What follows belongs to an exercise in optimizing a design on an open flow for small area, a short achievable clock period and few clock cycles per item; a production flow would make more cautious choices. Where RTL was checked, it was by simulation tests only, not by an equivalence proof against the original. Power figures rest on the tool's default switching activity, not on a simulated workload.

maple:
## mvm_layer
module mvm_layer (
   input  logic  clk,
   input  logic  reset,
   input  logic  s_valid,
   output logic  s_ready,
   input  logic signed [16-1:0] data_in,
   output logic  m_valid,
   input  logic  m_ready,
   output logic signed [16-1:0] data_out
);
   logic                   x_wr;
   logic                   x_load;
   logic [4-1:0] row;
   logic                   take_buf;
   logic                   take_new;
   logic                   buf_wr;
   logic [1:0]             wp;
   logic [1:0]             rp;
   logic [111-1:0]  rom_ctl;
   logic [111-1:0]  ctl;
   logic [8*16-1:0] x;
   logic [16-1:0] result;
   logic [16-2:0] queue [4];    
   logic [16-2:0] dout;
   mvm_control u_control (
      .clk       (clk),
      .reset     (reset),
      .s_valid   (s_valid),
      .m_ready   (m_ready),
      .s_ready   (s_ready),
      .x_wr      (x_wr),
      .x_load    (x_load),
      .row       (row),
      .out_valid (m_valid),
      .take_buf  (take_buf),
      .take_new  (take_new),
      .buf_wr    (buf_wr),
  ...
Size: about 38 I/O pins, roughly 35000 µm² of cells after synthesis.
export LEC_CHECK = 0
export CAP_MARGIN = 20
export CORE_MARGIN = 2
export CORE_UTILIZATION = 40
export CTS_CLUSTER_DIAMETER = 80
export CTS_CLUSTER_SIZE = 25
export PLACE_DENSITY = 0.6
export SETUP_SLACK_MARGIN = 4.6
export SLEW_MARGIN = 20
create_clock -name core_clock -period 7.0 [get_ports {clk}]
standard.sh (not shown) runs the stock make flow with config.mk's settings and CLKGATE_MAP_FILE= SYNTH_SCRIPT=/design/flow/synth_recipe.tcl, a recipe that flattens the netlist after the stock synthesis.
==> flow/flow/run.sh <==
#!/bin/bash
# Layout flow: the standard synthesis, then a polarity pass on the full
# adders of the synthesized netlist (flow/polfix.py: a full adder is
# self-dual, so complementing its inputs complements its outputs; choosing
# each adder's polarity removes most inverters between adders), checked
# against the synthesized netlist on random vectors (flow/neteq.py), then the
# standard flow from floorplan to the final layout.
set -euo pipefail
R=orfs/results/${FLOW_PLATFORM}/mvm_layer/base

bash standard.sh synth > synth.log 2>&1

cp $R/1_2_yosys.v $R/1_2_yosys_std.v
python3 flow/polfix.py $R/1_2_yosys_std.v $R/1_2_yosys_pol.v > polfix.log 2>&1
python3 flow/neteq.py $R/1_2_yosys_std.v $R/1_2_yosys_pol.v 40 > neteq.log 2>&1
cp $R/1_2_yosys_pol.v $R/1_2_yosys.v
rm -f $R/1_synth.odb $R/1_synth.sdc

bash standard.sh > layout.log 2>&1
Other scripts of this flow, unchanged in this note and not shown: flow/flow/neteq.py, flow/flow/polfix.py
No stage failed in maple, and the final checks on the layout all came back clean.
Testbench counts of maple, summed over its fixed seeds: cycles 5,216, frames 320.
--- input diff maple..juniper ---
# maple
export LEC_CHECK = 0
export CAP_MARGIN = 20
export CORE_MARGIN = 2
export CORE_UTILIZATION = 40
export CTS_CLUSTER_DIAMETER = 80
export CTS_CLUSTER_SIZE = 25
export PLACE_DENSITY = 0.6
export SETUP_SLACK_MARGIN = 4.6
export SLEW_MARGIN = 20
create_clock -name core_clock -period 7.0 [get_ports {clk}]
# juniper
export LEC_CHECK = 0
export CAP_MARGIN = 20
export CORE_MARGIN = 2
export CORE_UTILIZATION = 55
export CTS_CLUSTER_DIAMETER = 80
export CTS_CLUSTER_SIZE = 25
export PLACE_DENSITY = 0.75
export SETUP_SLACK_MARGIN = 4.6
export SLEW_MARGIN = 20
create_clock -name core_clock -period 7.0 [get_ports {clk}]
## What came out
- maple → juniper: non-clock buffer count down 3.4%; die width down about 15%; overall power after layout down about 1.8%; setup slack down 0.043 ns.
- [compare] base=maple new=juniper: wire length shrank by about 3.6%, post-route cell area moved down.
--- input diff juniper..pepper ---
# juniper
export LEC_CHECK = 0
export CAP_MARGIN = 20
export CORE_MARGIN = 2
export CORE_UTILIZATION = 55
export CTS_CLUSTER_DIAMETER = 80
export CTS_CLUSTER_SIZE = 25
export PLACE_DENSITY = 0.75
export SETUP_SLACK_MARGIN = 4.6
export SLEW_MARGIN = 20
create_clock -name core_clock -period 7.0 [get_ports {clk}]
# pepper
export LEC_CHECK = 0
export CAP_MARGIN = 20
export CORE_MARGIN = 2
export CORE_UTILIZATION = 40
export CTS_CLUSTER_DIAMETER = 80
export CTS_CLUSTER_SIZE = 25
export PLACE_DENSITY = 0.6
export SETUP_SLACK_MARGIN = 4.7
export SLEW_MARGIN = 20
create_clock -name core_clock -period 7.0 [get_ports {clk}]
## What came out
- Hold slack across juniper and pepper: no real change.
- Comparing juniper and pepper, the higher non-clock buffer count was measured on pepper.
- pepper: net load switching power higher than juniper
- NOTE: maximum frequency in pepper exceeds that of juniper
- pepper vs juniper — global-route wire length before repair climbed by a few percent
- Taking juniper as the reference point, the via density per instance of pepper falls by about 10%.
- Portion of the clock cycle consumed by the worst path in the final layout is lower on pepper
- pepper against juniper: clock period minus final worst setup slack -0.071 ns; total power +1.5%.
Here is what was changed in the inputs of willow compared with pepper.
# pepper
export LEC_CHECK = 0
export CAP_MARGIN = 20
export CORE_MARGIN = 2
export CORE_UTILIZATION = 40
export CTS_CLUSTER_DIAMETER = 80
export CTS_CLUSTER_SIZE = 25
export PLACE_DENSITY = 0.6
export SETUP_SLACK_MARGIN = 4.7
export SLEW_MARGIN = 20
create_clock -name core_clock -period 7.0 [get_ports {clk}]
# willow
export LEC_CHECK = 0
export ABC_AREA = 1
export CAP_MARGIN = 20
export CORE_MARGIN = 2
export CORE_UTILIZATION = 40
export CTS_CLUSTER_DIAMETER = 80
export CTS_CLUSTER_SIZE = 25
export PLACE_DENSITY = 0.6
export SETUP_SLACK_MARGIN = 4.6
export SLEW_MARGIN = 20
create_clock -name core_clock -period 7.0 [get_ports {clk}]
### Flow results
Against pepper as the reference, willow delivers a lower top fanout value on the critical path.
Compared with pepper, in willow clock distribution power shows an increase of about 8%, final routed wire length divided by cell count fell by about 10%, fraction of standard cell area that is sequential fell 1.4 points, count of clock-buffer cells in the layout dropped about 2%, relative area change from synthesis to final layout rose 1.8 points.
Area of all sequential standard cells went down slightly going from pepper to willow.
| layout net count | lower: pepper |
willow against pepper: final total power increased 13%; number of global-route vias before repair increased 296; filler-free cell count of the finished design increased 504.


mvm_layer, a different RTL version from the one above (not shown whole).
For scale: roughly 2900 cells after synthesis, ~38 I/O pins, ~0.037 mm² of cells after synthesis.
==> flow/config.mk <==
export PLATFORM = sky130hd
export DESIGN_NAME = mvm_layer
export DESIGN_NICKNAME = mvm_layer
export VERILOG_FILES = /design/flow/design.v
export SDC_FILE = /design/flow/constraint.sdc
export NUM_CORES = 4
export LEC_CHECK = 0
export CAP_MARGIN = 20
export CORE_MARGIN = 2
export CORE_UTILIZATION = 40
export PLACE_DENSITY = 0.6
export SETUP_SLACK_MARGIN = 4.3
export SLEW_MARGIN = 20
==> flow/constraint.sdc <==
create_clock -name core_clock -period 7.0 [get_ports {clk}]
set_input_delay 1.4000 -clock core_clock [delete_from_list [all_inputs] [get_ports {clk}]]
set_output_delay 1.4000 -clock core_clock [all_outputs]
set_load 0.01 [all_outputs]
Scripts as last shown in full above: flow/flow/run.sh
Other scripts of this flow, unchanged in this note and not shown: flow/flow/neteq.py, flow/flow/polfix.py
The baseline completed without violations.
Testbench counts at the start, summed over its fixed seeds: cycles 5,216, frames 320.
Change:
- CORE_UTILIZATION: 40 -> 65
- CTS_CLUSTER_DIAMETER: not set -> 80
- CTS_CLUSTER_SIZE: not set -> 25
- PLACE_DENSITY: 0.6 -> 0.75
- SETUP_SLACK_MARGIN: 4.3 -> 4.5
- routed wire length shrinks by about 4.4%
- setup slack improved by 59 ps
- sequential share of layout area is higher by 1.9 points
- total power is lower by 15%
- core utilization goes up by 26 points
- synthesized cell count is unchanged
- die area fell by 38%
- combinational power rises by 24%
Change:
- CORE_UTILIZATION: 65 -> 40
- CTS_CLUSTER_DIAMETER: 80 -> not set
- CTS_CLUSTER_SIZE: 25 -> not set
- PLACE_DENSITY: 0.75 -> 0.6
- SETUP_SLACK_MARGIN: 4.5 -> 4.4
Effect:
- The new run completed with no timing, DRC or antenna violations
- critical path depth came out higher by 3
- routed wire length came out higher by a few percent
- utilization shrinks by 26 points
- synthesized area stays the same
Change:
- SETUP_SLACK_MARGIN: 4.4 -> 4.5
Cell area is higher by 0.76%; core utilization is higher by 0.34 points; register-to-register slack improves by 120 ps; sequential cell count is unchanged; worst hold slack degrades by 4.6 ps; power is lower by 0.35%; critical path depth is lower by 3; synthesized area does not change; final cell count is higher by 0.49%; die area stays the same; global-route usage is higher by 1.6 points.
Change:
- CTS_CLUSTER_DIAMETER: not set -> 80
- CTS_CLUSTER_SIZE: not set -> 25
Result: The changed run finished with timing, DRC and antenna clean. Power decreases by 15%. Wire length decreases by 0.64%. Worst hold slack improves by 11 ps. Cell area decreases by 3.1%. Via count decreases by 1.5%. Sequential share of layout area increases by 1.4 points. First-iteration DRC count increases by 1.9%. Count of clock-buffer cells in the layout decreases by 47. Sequential cell count does not change. Register-to-register slack degrades by 50 ps.


Another version of the RTL of mvm_layer (not shown whole).
Size in the first run: about 2800 cells after synthesis, about 560 flip-flops, ~38 I/O pins, about 35000 um^2 of cells after synthesis.
Settings: LEC_CHECK=0, CAP_MARGIN=20, CORE_MARGIN=2, CORE_UTILIZATION=40, PLACE_DENSITY=0.6, SLEW_MARGIN=20; clock period 7.0 ns.
run.sh (not shown) runs the stock make flow with config.mk's settings and CLKGATE_MAP_FILE= SYNTH_SCRIPT=/design/flow/synth_recipe.tcl, a recipe that flattens the netlist after the stock synthesis.
Stock flow here: none of the scripts above is used.
The starting point went through all stages and came out clean.
Next try:
--- a/flow/config.mk
+++ b/flow/config.mk
@@ -10,3 +10,4 @@
 export CORE_UTILIZATION = 40
 export PLACE_DENSITY = 0.6
+export SETUP_SLACK_MARGIN = 4.5
 export SLEW_MARGIN = 20
After rerunning: Power barely changes. Hold slack degrades by 0.014 ns. Synthesized area is unchanged. Cell area rose by about 9%.
No run of this note included a check of the RTL's function; only the layout flow was run.

-- port drivers added, routing unchanged --
In the flow no input, the clock included, has a driving cell. The finished layouts below were timed again as built, in two steps.
Step 1 assumes that a clkbuf_16 drives the clock port and a buf_2 every other input.
Step 2 moves the port delays by t, midway between the first and last clock arrival at a register: inputs arrive t later, outputs are due t later. That takes back most of the time a late clock gives input paths.
Slacks: ideal ports / drivers / drivers and shift; pairs: ideal ports / drivers.
| run | shift t [ns] | setup slack, ns | slew at the worst register clock pin (ns) |
|---|---|---|---|
| maple | 0.671 | 4.498 / 4.440 / 4.117 | 0.10 / 0.10 |
| juniper | 0.655 | 4.455 / 4.455 / 4.004 | 0.10 / 0.10 |
| pepper | 0.651 | 4.526 / 4.463 / 4.205 | 0.10 / 0.10 |
| willow | 0.663 | 4.511 / 4.443 / 4.046 | 0.10 / 0.10 |
| the first run of note 2 | 0.697 | 4.284 / 4.279 / 3.711 | 0.07 / 0.07 |
| the second run of note 2 | 0.656 | 4.344 / 4.280 / 3.777 | 0.10 / 0.10 |
| the third run of note 2 | 0.700 | 4.386 / 4.332 / 3.778 | 0.07 / 0.07 |
| the fourth run of note 2 | 0.703 | 4.399 / 4.326 / 3.777 | 0.07 / 0.07 |
| the fifth run of note 2 | 0.680 | 4.397 / 4.323 / 3.768 | 0.10 / 0.10 |
| the first run of note 3 | 0.678 | 3.308 / 3.308 / 3.257 | 0.07 / 0.07 |
| the second run of note 3 | 0.666 | 3.587 / 3.587 / 3.587 | 0.07 / 0.07 |
After both steps setup and hold are still met in every run listed. The setup slack of the fifth run of note 2, which loses most, moves by -0.074 ns with the drivers and by -0.629 ns with both steps.
